Context: an optimization exercise on an open-source flow, tuned for small area and few clock cycles per item. The choices shown serve that exercise and are no tape-out recipe.
In this exercise RTL edits were held to simulation tests only and were not proved equivalent to the original.
Power and IR drop assume default switching activity.

== lane 5 ==
## rv32i_exec
module rv32i_exec
(
    input  logic            clk_i,
    input  logic            rst_i,
    input  logic            instr_valid_i,
    output logic            instr_ready_o,
    input  defs::data_t     instr_i,
    input  defs::data_t     pc_i,
    output logic            retire_valid_o,
    input  logic            retire_ready_i,
    output defs::data_t     retire_pc_o,
    output defs::reg_addr_t retire_rd_o,
    output logic            retire_we_o,
    output defs::data_t     retire_data_o
);
    logic [6:0]      op;
    logic [2:0]      f3;
    defs::reg_addr_t rd, rs1, rs2;
    logic            is_reg, is_imm, is_lui, is_auipc, is_jal, is_jalr, is_load, is_store, is_branch;
    logic            is_arith, is_link, writes, sub;
    defs::data_t     imm_i, imm_s, imm_u;
    defs::data_t     rf_rd1, rf_rd2, rs1v, rs2v;
    defs::data_t     a_d, b_d;
    logic [1:0]      grp_d;
    logic            fwd1, fwd2;
    logic            is_sll;
    defs::data_t     a_q, b_q;
    logic            cin_q;
    logic [1:0]      grp_q;
    logic [2:0]      f3_q;
    logic            alt_q;
    defs::reg_addr_t rd_q;
    defs::data_t     result;
    logic            handover;
    assign op  = instr_i[6:0];
    assign f3  = instr_i[14:12];
    assign rd  = instr_i[11:7];
    assign rs1 = instr_i[19:15];
    assign rs2 = instr_i[24:20];
    assign is_reg    = op == defs::OP_REG;
    assign is_imm    = op == defs::OP_IMM;
    assign is_lui    = op == defs::OP_LUI;
    assign is_auipc  = op == defs::OP_AUIPC;
    assign is_jal    = op == defs::OP_JAL;
    assign is_jalr   = op == defs::OP_JALR;
    assign is_load   = op == defs::OP_LOAD;
    assign is_store  = op == defs::OP_STORE;
    assign is_branch = op == defs::OP_BRANCH;
    assign is_arith  = is_reg || is_imm;
    assign is_link   = is_jal || is_jalr;
    assign writes    = is_arith || is_lui || is_auipc || is_link || is_load;
    assign imm_i = {{20{instr_i[31]}}, instr_i[31:20]};
    assign imm_s = {{20{instr_i[31]}}, instr_i[31:25], instr_i[11:7]};
    assign imm_u = {instr_i[31:12], 12'b0};
  ...
export LEC_CHECK = 0
export CAP_MARGIN = 20
export CORE_MARGIN = 2
export CORE_UTILIZATION = 45
export SLEW_MARGIN = 20
export SYNTH_HIERARCHICAL = 1
create_clock -name core_clock -period 6.5 [get_ports {clk_i}]
standard.sh (not shown) runs the stock make flow with config.mk's settings and CLKGATE_MAP_FILE= SYNTH_SCRIPT=/design/flow/synth_recipe.tcl, a recipe that flattens the netlist after the stock synthesis.
==> flow/flow/run.sh <==
#!/bin/bash
# The standard layout with two changes: the smallest buffer on the ports,
# and a clock tree of larger sink clusters without dummy loads.
set -euo pipefail
cd "$(dirname "$0")/.."
CTS="-sink_clustering_enable -repair_clock_nets -dont_use_dummy_load -buf_list sky130_fd_sc_hd__clkbuf_16 -sink_clustering_size 28 -sink_clustering_max_diameter 64"
bash ./standard.sh "BUFFER_PORTS_ARGS=-buffer_cell sky130_fd_sc_hd__buf_1" "CTS_ARGS=$CTS" finish > orfs_make.log 2>&1
Testbench counts of lane 5, summed over its fixed seeds: cycles 16,008, items 16,000.
Setup changes, lane 5 to lane 4
==> flow/flow/run.sh <==
#!/bin/bash
# The standard layout with two changes: the smallest buffer on the ports,
# and a clock tree of larger sink clusters without dummy loads.
set -euo pipefail
cd "$(dirname "$0")/.."
CTS="-sink_clustering_enable -repair_clock_nets -dont_use_dummy_load -buf_list sky130_fd_sc_hd__clkbuf_16 -sink_clustering_size 24 -sink_clustering_max_diameter 60"
bash ./standard.sh "BUFFER_PORTS_ARGS=-buffer_cell sky130_fd_sc_hd__buf_1" "CTS_ARGS=$CTS" finish > orfs_make.log 2>&1
### Flow results
- Compared lane 4 against lane 5; global-route wire length before repair within noise.
- Lane 4 and lane 5 ended up with roughly the same source-to-sink clock delay at the later pin of the worst-skew pair.
- Re flip-flop and latch count: no difference whatsoever between lane 4 and lane 5.
- Status: achievable clock frequency parity (lane 5, lane 4)
- Vias: lane 4 below lane 5

---

Setup of job 3622:
Another version of the RTL of rv32i_exec (not shown whole).
Size: about 3200 cells after synthesis, roughly 1100 flip-flops, roughly 140 I/O pins, roughly 50000 sq um of cells after synthesis.
// rv32i_exec
module rv32i_exec
(
    input  logic            clk_i,
    input  logic            rst_i,
    input  logic            instr_valid_i,
    output logic            instr_ready_o,
    input  defs::data_t     instr_i,
    input  defs::data_t     pc_i,
    output logic            retire_valid_o,
    input  logic            retire_ready_i,
    output defs::data_t     retire_pc_o,
    output defs::reg_addr_t retire_rd_o,
    output logic            retire_we_o,
    output defs::data_t     retire_data_o
);
Settings: LEC_CHECK=0, CAP_MARGIN=40, CORE_MARGIN=2, CORE_UTILIZATION=55, CTS_BUF_LIST=sky130_fd_sc_hd__clkbuf_8, CTS_CLUSTER_SIZE=20, SLEW_MARGIN=20, SYNTH_HIERARCHICAL=1; clock period 6.5 ns.
run.sh (not shown) runs the stock make flow with config.mk's settings and CLKGATE_MAP_FILE= SYNTH_SCRIPT=/design/flow/synth_recipe.tcl, a recipe that flattens the netlist after the stock synthesis.
Stock flow here: none of the scripts above is used.
Testbench counts of job 3622, summed over its fixed seeds: cycles 16,008, items 16,000.
> inputs changed (job 3622 -> job 6391)
==> flow/flow/run.sh (new file) <==
#!/bin/bash
# The standard layout with two changes: the smallest buffer on the ports,
# and a clock tree of larger sink clusters without dummy loads.
set -euo pipefail
cd "$(dirname "$0")/.."
CTS="-sink_clustering_enable -repair_clock_nets -dont_use_dummy_load -buf_list sky130_fd_sc_hd__clkbuf_16 -sink_clustering_size 24 -sink_clustering_max_diameter 60"
bash ./standard.sh "BUFFER_PORTS_ARGS=-buffer_cell sky130_fd_sc_hd__buf_1" "CTS_ARGS=$CTS" finish > orfs_make.log 2>&1
==> flow/standard.sh (new file) <==
#!/bin/bash
# synth_recipe.tcl (not shown) runs the flow's synth.tcl, then flattens the netlist and writes it again
# the make line also repeats each setting of config.mk as NAME=value (left out here)
make -C /OpenROAD-flow-scripts/flow DESIGN_CONFIG=/design/flow/config.mk WORK_HOME=/design/flow/orfs CLKGATE_MAP_FILE= SYNTH_SCRIPT=/design/flow/synth_recipe.tcl "${@:-finish}"
--- a/flow/config.mk
+++ b/flow/config.mk
@@ -7,7 +7,5 @@
 export LEC_CHECK = 0
-export CAP_MARGIN = 40
+export CAP_MARGIN = 20
 export CORE_MARGIN = 2
-export CORE_UTILIZATION = 55
-export CTS_BUF_LIST = sky130_fd_sc_hd__clkbuf_8
-export CTS_CLUSTER_SIZE = 20
+export CORE_UTILIZATION = 45
 export SLEW_MARGIN = 20
removed: flow/run.sh
Results
- Routed wire length, job 3622 and job 6391: lower on job 6391
- Of job 6391 and job 3622, it is job 6391 that has the lower H-tree depth reported by CTS.
- Summary of the comparison: count of clock buffers in the final design is lower in job 6391, relative to job 3622.
- Relative to job 3622, synthesis-to-layout area growth decreased by 4.2 points in job 6391.
- Looking at job 3622 and job 6391, the number of inverters outside the clock class in the layout is a wash.
- Antenna diode instance count: job 6391 vs job 3622 up 4
- Count of buffering cells on the critical path with inverters included ends up higher on job 3622.
- Job 3622 and job 6391 ended up with roughly the same worst hold slack.
- Cmp job 3622 and job 6391 / global-route wire length before repair / higher: job 3622
For job 5645, these inputs were changed with respect to job 6391:
==> flow/run.sh (new file) <==
#!/bin/bash
# synth_recipe.tcl (not shown) runs the flow's synth.tcl, then flattens the netlist and writes it again
# the make line also repeats each setting of config.mk as NAME=value (left out here)
make -C /OpenROAD-flow-scripts/flow DESIGN_CONFIG=/design/flow/config.mk WORK_HOME=/design/flow/orfs CLKGATE_MAP_FILE= SYNTH_SCRIPT=/design/flow/synth_recipe.tcl finish
--- a/flow/config.mk
+++ b/flow/config.mk
@@ -7,5 +7,8 @@
 export LEC_CHECK = 0
-export CAP_MARGIN = 20
+export CAP_MARGIN = 40
 export CORE_MARGIN = 2
 export CORE_UTILIZATION = 45
+export CTS_BUF_LIST = sky130_fd_sc_hd__clkbuf_16
+export CTS_CLUSTER_DIAMETER = 50
+export CTS_CLUSTER_SIZE = 14
 export SLEW_MARGIN = 20
removed: flow/flow/run.sh
removed: flow/standard.sh
--- outcome ---
Job 6391 → job 5645: design area increased 2800 sq um; number of buffers and inverters on the critical path shows an increase of 1; worst setup slack up 80 ps; total via count in the routed design increased 0.46%. Job 5645: switching fraction of total power higher than job 6391. Delta (job 5645 minus job 6391): total power increased by 1.5 mW relative to the old numbers; number of clock-tree buffers in the layout increased by 20 relative to the old numbers; standby leakage power increased by about 7% relative to the old numbers; critical path depth in cells decreased by 6 relative to the old numbers. Result for job 6391 and job 5645: all clean. As of job 5645, fmax had risen slightly compared to job 6391.
Changes in job 4100 relative to job 5645:
==> flow/flow/run.sh (new file) <==
#!/bin/bash
# The standard layout, with the smallest buffer on the ports.
set -euo pipefail
cd "$(dirname "$0")/.."
bash ./standard.sh "BUFFER_PORTS_ARGS=-buffer_cell sky130_fd_sc_hd__buf_1" finish > orfs_make.log 2>&1
==> flow/standard.sh (new file) <==
#!/bin/bash
# synth_recipe.tcl (not shown) runs the flow's synth.tcl, then flattens the netlist and writes it again
# the make line also repeats each setting of config.mk as NAME=value (left out here)
make -C /OpenROAD-flow-scripts/flow DESIGN_CONFIG=/design/flow/config.mk WORK_HOME=/design/flow/orfs CLKGATE_MAP_FILE= SYNTH_SCRIPT=/design/flow/synth_recipe.tcl "${@:-finish}"
--- a/flow/config.mk
+++ b/flow/config.mk
@@ -11,4 +11,4 @@
 export CTS_BUF_LIST = sky130_fd_sc_hd__clkbuf_16
-export CTS_CLUSTER_DIAMETER = 50
-export CTS_CLUSTER_SIZE = 14
+export CTS_CLUSTER_DIAMETER = 60
+export CTS_CLUSTER_SIZE = 20
 export SLEW_MARGIN = 20
removed: flow/run.sh
==> results.txt <==
Final cell utilization of the core for job 4100 is lower than for job 5645. Job 4100 against job 5645: synthesized area per cell closely matched the old numbers; worst setup slack decreased by 190 ps relative to the old numbers; area of all placed cells without fillers decreased by 2.6% relative to the old numbers. Comparing job 4100 with job 5645, the total wire length came out essentially unchanged.

==> separate check: timing with driven ports <==
The results above use ideal ports. As a check the final layouts listed here were re-extracted and re-timed, cells and wires unchanged.
Step 1: set_driving_cell puts a clkbuf_16 on clk_i and a buf_2 on each other input, an assumption about the parent block.
Step 2 times the ports against the registers' clock, not the clock port: input delays grow and output delays shrink by t, the midpoint of the rising clock arrivals with the driver on.
a / b / c = ideal ports / drivers / drivers and shift; a / b = the first two.
run | t (ns) | setup slack, ns | worst setup path after step 2
lane 5 | 0.736 | 0.204 / 0.134 / 0.336 | input to register
lane 4 | 0.747 | 0.219 / 0.149 / 0.383 | input to register
job 3622 | 0.946 | 0.104 / 0.041 / 0.035 | input to register
job 6391 | 0.743 | 0.206 / 0.133 / 0.164 | input to register
job 5645 | 0.772 | 0.286 / 0.220 / -0.200 | input to register
job 4100 | 0.774 | 0.098 / 0.018 / 0.094 | input to register
Met with ideal ports but missed after step 2: setup timing in job 5645. The setup slack of job 5645, which loses most, moves by -0.066 ns with the drivers and by -0.486 ns with both steps.
